What follows belongs to an exercise in optimizing a design on an open flow for small area, a short achievable clock period and few clock cycles per item; a production flow would make more cautious choices.
Function was checked by simulation only, so behaviour that the tests miss may differ from the original.
No activity file was given, so power comes from the tool's default toggle rates.

==> flow/design.v <==
`timescale 1ns/1ps
module rtype_core (
    input  logic        clk,
    input  logic        rst,
    input  logic        instr_valid,
    input  logic [31:0] instruction,
    input  logic        host_we,
    input  logic [4:0]  host_addr,
    input  logic [31:0] host_data,
    input  logic [4:0]  dbg_addr,
    output logic        busy,
    output logic        exc_valid,
    output logic [3:0]  exc_code,
    output logic [31:0] dbg_data,
    output logic [31:0] hi,
    output logic [31:0] lo
);
    localparam int MW = 8;           
    function automatic logic [34:0] add34(input logic [33:0] a, input logic [33:0] b,
                                          input logic cin);
        logic [33:0] g, p, gg, pp;
        g  = a & b;
        p  = a ^ b;
        gg = g;
        pp = p;
        gg[0] = g[0] | (p[0] & cin);
        for (int d = 1; d < 34; d = d * 2) begin
            for (int i = 33; i >= d; i--) begin
                gg[i] = gg[i] | (pp[i] & gg[i-d]);
                pp[i] = pp[i] & pp[i-d];
            end
        end
        add34 = {gg[33], p ^ {gg[32:0], cin}};
    endfunction
    function automatic logic [4:0] clz32(input logic [31:0] x);
        logic [15:0] y16;
        logic [7:0]  y8;
        logic [3:0]  y4;
        logic [1:0]  y2;
        logic        z16, z8, z4, z2;
        z16 = ~|x[31:16];
        y16 = z16 ? x[15:0] : x[31:16];
        z8  = ~|y16[15:8];
        y8  = z8 ? y16[7:0] : y16[15:8];
        z4  = ~|y8[7:4];
        y4  = z4 ? y8[3:0] : y8[7:4];
        z2  = ~|y4[3:2];
        y2  = z2 ? y4[1:0] : y4[3:2];
        clz32 = {z16, z8, z4, z2, ~y2[1]};
    endfunction
    function automatic logic [31:0] rf_read(input logic [31:0][31:0] m, input logic [4:0] a);
        logic [31:0] oh, y;
        oh = 32'd1 << a;
        y  = '0;
        for (int i = 1; i < 32; i++) y = y | (m[i] & {32{oh[i]}});
        rf_read = y;
    endfunction
    logic [5:0] funct;
    logic [4:0] rs_a, rt_a, rd_a, shamt;
    logic       f_sll, f_addu, f_mfhi, f_mflo, f_mthi, f_mtlo, f_mul, f_div, f_sys;
    logic       f_wr, f_exc, accept;
    assign funct  = instruction[5:0];
    assign rs_a   = instruction[25:21];
    assign rt_a   = instruction[20:16];
    assign rd_a   = instruction[15:11];
    assign shamt  = instruction[10:6];
    assign f_sll  = funct == 6'd0;
    assign f_addu = funct == 6'd33;
    assign f_mfhi = funct == 6'd16;
    assign f_mflo = funct == 6'd18;
    assign f_mthi = funct == 6'd17;
    assign f_mtlo = funct == 6'd19;
    assign f_mul  = funct == 6'd25;
    assign f_div  = funct == 6'd27;
    assign f_sys  = funct == 6'd12;
    assign f_wr   = f_sll | f_addu | f_mfhi | f_mflo;
    assign f_exc  = ~(f_wr | f_mthi | f_mtlo | f_mul | f_div);
    assign accept = instr_valid & ~busy;
    logic        e_wr;              
    logic        e_add, e_sll, e_mfhi, e_mul, e_div;
    logic [4:0]  e_rd, e_sh;
    logic [31:0] ea;                
    logic [32:0] eb;                
    logic [MW-1:0] mch;             
    logic [31:0] e_res;
    logic [31:0] hi_q, lo_q;
    logic [31:0][31:0] rf;
    logic [31:0]       rs_v, rt_v, hd;
    assign hd = host_data & {32{~rst}};
    assign rf[0] = '0;
    for (genvar i = 1; i < 32; i++) begin : g_rf
        logic [31:0] r;
        logic        wh, hh;
        assign hh = host_we & (host_addr == 5'(i));
        assign wh = e_wr & (e_rd == 5'(i));
        logic hs, ws, ks;
        assign hs = hh | rst;
        assign ws = wh & ~hs;
        assign ks = ~hs & ~wh;
        always_ff @(posedge clk) begin
            r <= ({32{hs}} & hd) | ({32{ws}} & e_res) | ({32{ks}} & r);
        end
        assign rf[i] = r;
    end
    assign rs_v     = (e_wr && e_rd == rs_a)     ? e_res : rf_read(rf, rs_a);
    assign rt_v     = (e_wr && e_rd == rt_a)     ? e_res : rf_read(rf, rt_a);
    assign dbg_data = (e_wr && e_rd == dbg_addr) ? e_res : rf_read(rf, dbg_addr);
    logic [34:0] sum35;
    assign sum35 = add34({2'b0, ea}, {2'b0, eb[31:0]}, 1'b0);
    always_comb begin
        if (e_add)       e_res = sum35[31:0];
        else if (e_sll)  e_res = eb[31:0] << e_sh;
        else if (e_mfhi) e_res = hi_q;
        else             e_res = lo_q;
    end
    logic        md_run;            
    logic        md_div;            
    logic [4:0]  cnt;               
    logic        ea_z, eb_z, ea_lt, m_go, d_go, dz_fix;
    logic [34:0] cmp;
    assign ea_z   = ea == 32'd0;
    assign eb_z   = eb[31:0] == 32'd0;
    assign cmp    = add34({2'b0, ea}, ~{2'b0, eb[31:0]}, 1'b1);
    assign ea_lt  = cmp[33];
    assign m_go   = e_mul & ~ea_z & ~eb_z;
    assign d_go   = e_div & ~eb_z & ~ea_lt;
    assign dz_fix = e_div & eb_z;
    assign busy = md_run | m_go | d_go;
    logic [4:0]  dsh;
    assign dsh = (clz32(eb[31:0]) - clz32(ea)) | 5'd1;
    logic [63:0] mprod;
    assign mprod = {hi_q[23:0], lo_q, 8'd0} + 64'(ea * mch);
    logic [31:0] mul_b;
    logic [1:0]  mul_n;
    always_comb begin
        if (rt_v[31:24] != 8'd0)      begin mul_b = rt_v;         mul_n = 2'd3; end
        else if (rt_v[23:16] != 8'd0) begin mul_b = rt_v << 8;    mul_n = 2'd2; end
        else if (rt_v[15:8] != 8'd0)  begin mul_b = rt_v << 16;   mul_n = 2'd1; end
        else                          begin mul_b = rt_v << 24;   mul_n = 2'd0; end
    end
    logic [34:0] c1, c2, c3;
    logic [33:0] cx, cy, cz, cm;
    logic        ok1, ok2, ok3;
    logic [31:0] r2;
    assign c1  = add34({2'b0, hi_q}, ~{1'b0, eb}, 1'b1);
    assign c2  = add34({2'b0, hi_q}, ~{2'b0, eb[32:1]}, 1'b1);
    assign cx  = {2'b0, hi_q};
    assign cy  = ~{1'b0, eb};
    assign cz  = ~{2'b0, eb[32:1]};
    assign cm  = (cx & cy) | (cx & cz) | (cy & cz);
    assign c3  = add34(cx ^ cy ^ cz, {cm[32:0], 1'b1}, 1'b1);
    assign ok1 = ~c1[33];
    assign ok2 = ~c2[33];
    assign ok3 = ~c3[33];
    assign r2  = ok1 ? (ok3 ? c3[31:0] : c1[31:0]) : (ok2 ? c2[31:0] : hi_q);
    always_ff @(posedge clk) begin
        if (rst) begin
            md_run <= 1'b0;
            hi_q   <= '0;
            lo_q   <= '0;
        end else if (md_run) begin
            if (md_div) begin
                hi_q <= r2;
                lo_q <= {lo_q[29:0], ok1, ok1 ? ok3 : ok2};
                eb   <= eb >> 2;
            end else begin
                hi_q <= mprod[63:32];
                lo_q <= mprod[31:0];
                eb   <= eb << 8;
                mch  <= eb[23:16];
            end
            cnt <= cnt - 1'b1;
            if (cnt == '0) md_run <= 1'b0;
        end else begin
            if (m_go) begin
                hi_q <= mprod[63:32];
                lo_q <= mprod[31:0];
                if (cnt != '0) begin
                    eb     <= eb << 8;
                    mch    <= eb[23:16];
                    md_run <= 1'b1;
                    md_div <= 1'b0;
                    cnt    <= cnt - 1'b1;
                end
            end
            if (d_go) begin
                eb     <= eb << dsh;
                md_run <= 1'b1;
                md_div <= 1'b1;
                cnt    <= 5'(dsh >> 1);
            end
            if (dz_fix) lo_q <= '1;
            if (accept) begin
                eb  <= {1'b0, f_mul ? mul_b : rt_v};
                mch <= mul_b[31:24];
                if (f_mul) cnt <= 5'(mul_n);
                if (f_mthi | f_div) hi_q <= rs_v;
                if (f_mtlo)         lo_q <= rs_v;
                if (f_mul) begin
                    hi_q <= '0;
                    lo_q <= '0;
                end
                if (f_div)          lo_q <= '0;
            end
        end
    end
    assign hi = hi_q;
    assign lo = lo_q | {32{dz_fix}};
    always_ff @(posedge clk) begin
        if (rst) begin
            e_wr  <= 1'b0;
            e_mul <= 1'b0;
            e_div <= 1'b0;
        end else begin
            e_wr  <= accept & f_wr & (rd_a != 5'd0);
            e_mul <= accept & f_mul;
            e_div <= accept & f_div;
        end
        if (accept) begin
            e_add  <= f_addu;
            e_sll  <= f_sll;
            e_mfhi <= f_mfhi;
            e_rd   <= rd_a;
            e_sh   <= shamt;
            ea     <= rs_v;
        end
    end
    logic exc_sys;
    always_ff @(posedge clk) begin
        if (rst) exc_valid <= 1'b0;
        else     exc_valid <= accept & f_exc;
        exc_sys <= f_sys;
    end
    assign exc_code = exc_sys ? 4'd8 : 4'd10;
endmodule
==> flow/config.mk <==
export PLATFORM = sky130hd
export DESIGN_NAME = rtype_core
export DESIGN_NICKNAME = rtype_core
export VERILOG_FILES = /design/flow/design.v
export SDC_FILE = /design/flow/constraint.sdc
export NUM_CORES = 4
export LEC_CHECK = 0
export CAP_MARGIN = 10
export CELL_PAD_IN_SITES_DETAIL_PLACEMENT = 1
export CELL_PAD_IN_SITES_GLOBAL_PLACEMENT = 2
export CORE_MARGIN = 2
export CORE_UTILIZATION = 30
export PLACE_DENSITY = 0.5
export SETUP_SLACK_MARGIN = 2.5
export SLEW_MARGIN = 10
export TNS_END_PERCENT = 10
==> flow/constraint.sdc <==
create_clock -name core_clock -period 7.5 [get_ports {clk}]
set_input_delay 1.5000 -clock core_clock [delete_from_list [all_inputs] [get_ports {clk}]]
set_output_delay 1.5000 -clock core_clock [all_outputs]
set_load 0.01 [all_outputs]
run.sh (not shown) runs the stock make flow with config.mk's settings and CLKGATE_MAP_FILE= SYNTH_SCRIPT=/design/flow/synth_recipe.tcl, a recipe that flattens the netlist after the stock synthesis.
The baseline ran to the end with violations: antenna violations, max-capacitance violations, max-slew violations.
Testbench counts at the start, summed over its fixed seeds: cycles 6,717, instrs 4,800.
Change:
- CORE_UTILIZATION: 30 -> 25
- PLACE_DENSITY: 0.5 -> 0.45
The new run produced a clean layout.
Sequential share of layout area fell by 0.68 points.
Area after synthesis is unchanged.
Sequential cell count stays the same.
Wire length rose by 9.3%.
Global-route usage fell by 5.0 points.
Setup slack improves by 230 ps.
Power rose by 3.9%.
Clock power rose by 6.2%.
Change:
- CAP_MARGIN: 10 -> 5
- SLEW_MARGIN: 10 -> 5
- TNS_END_PERCENT: 10 -> 5
The changed run finished with max-capacitance violations, max-slew violations left.
Count of clock-buffer cells in the layout came out higher by 3.
Wire length came out higher by 0.32%.
Die area stays the same.
Via count came out higher by 0.86%.

static timing again, ports no longer ideal:
The flow's constraints put no driver on any port. The routed layouts listed below were extracted and timed again, unchanged, in two steps. Step 1: set_driving_cell puts a clkbuf_16 on clk and a buf_2 on each other input, an assumption about the parent block. Step 2, shift: input delay + t, output delay - t, t = (earliest + latest rising clock arrival at the registers) / 2. This alone moves slack from input paths to output paths. a / b / c = ideal / step 1 / step 2; a / b = the first two.
run	t (ns)	setup slack, ns	pins driven straight from the clock port
the first run	1.010	1.151 / 1.039 / 0.638	1
the second run	1.056	1.380 / 1.245 / 0.588	1
the third run	1.035	0.999 / 0.873 / 0.222	1
The setup slack of the second run, which loses most, moves by -0.135 ns with the drivers and by -0.792 ns with both steps.
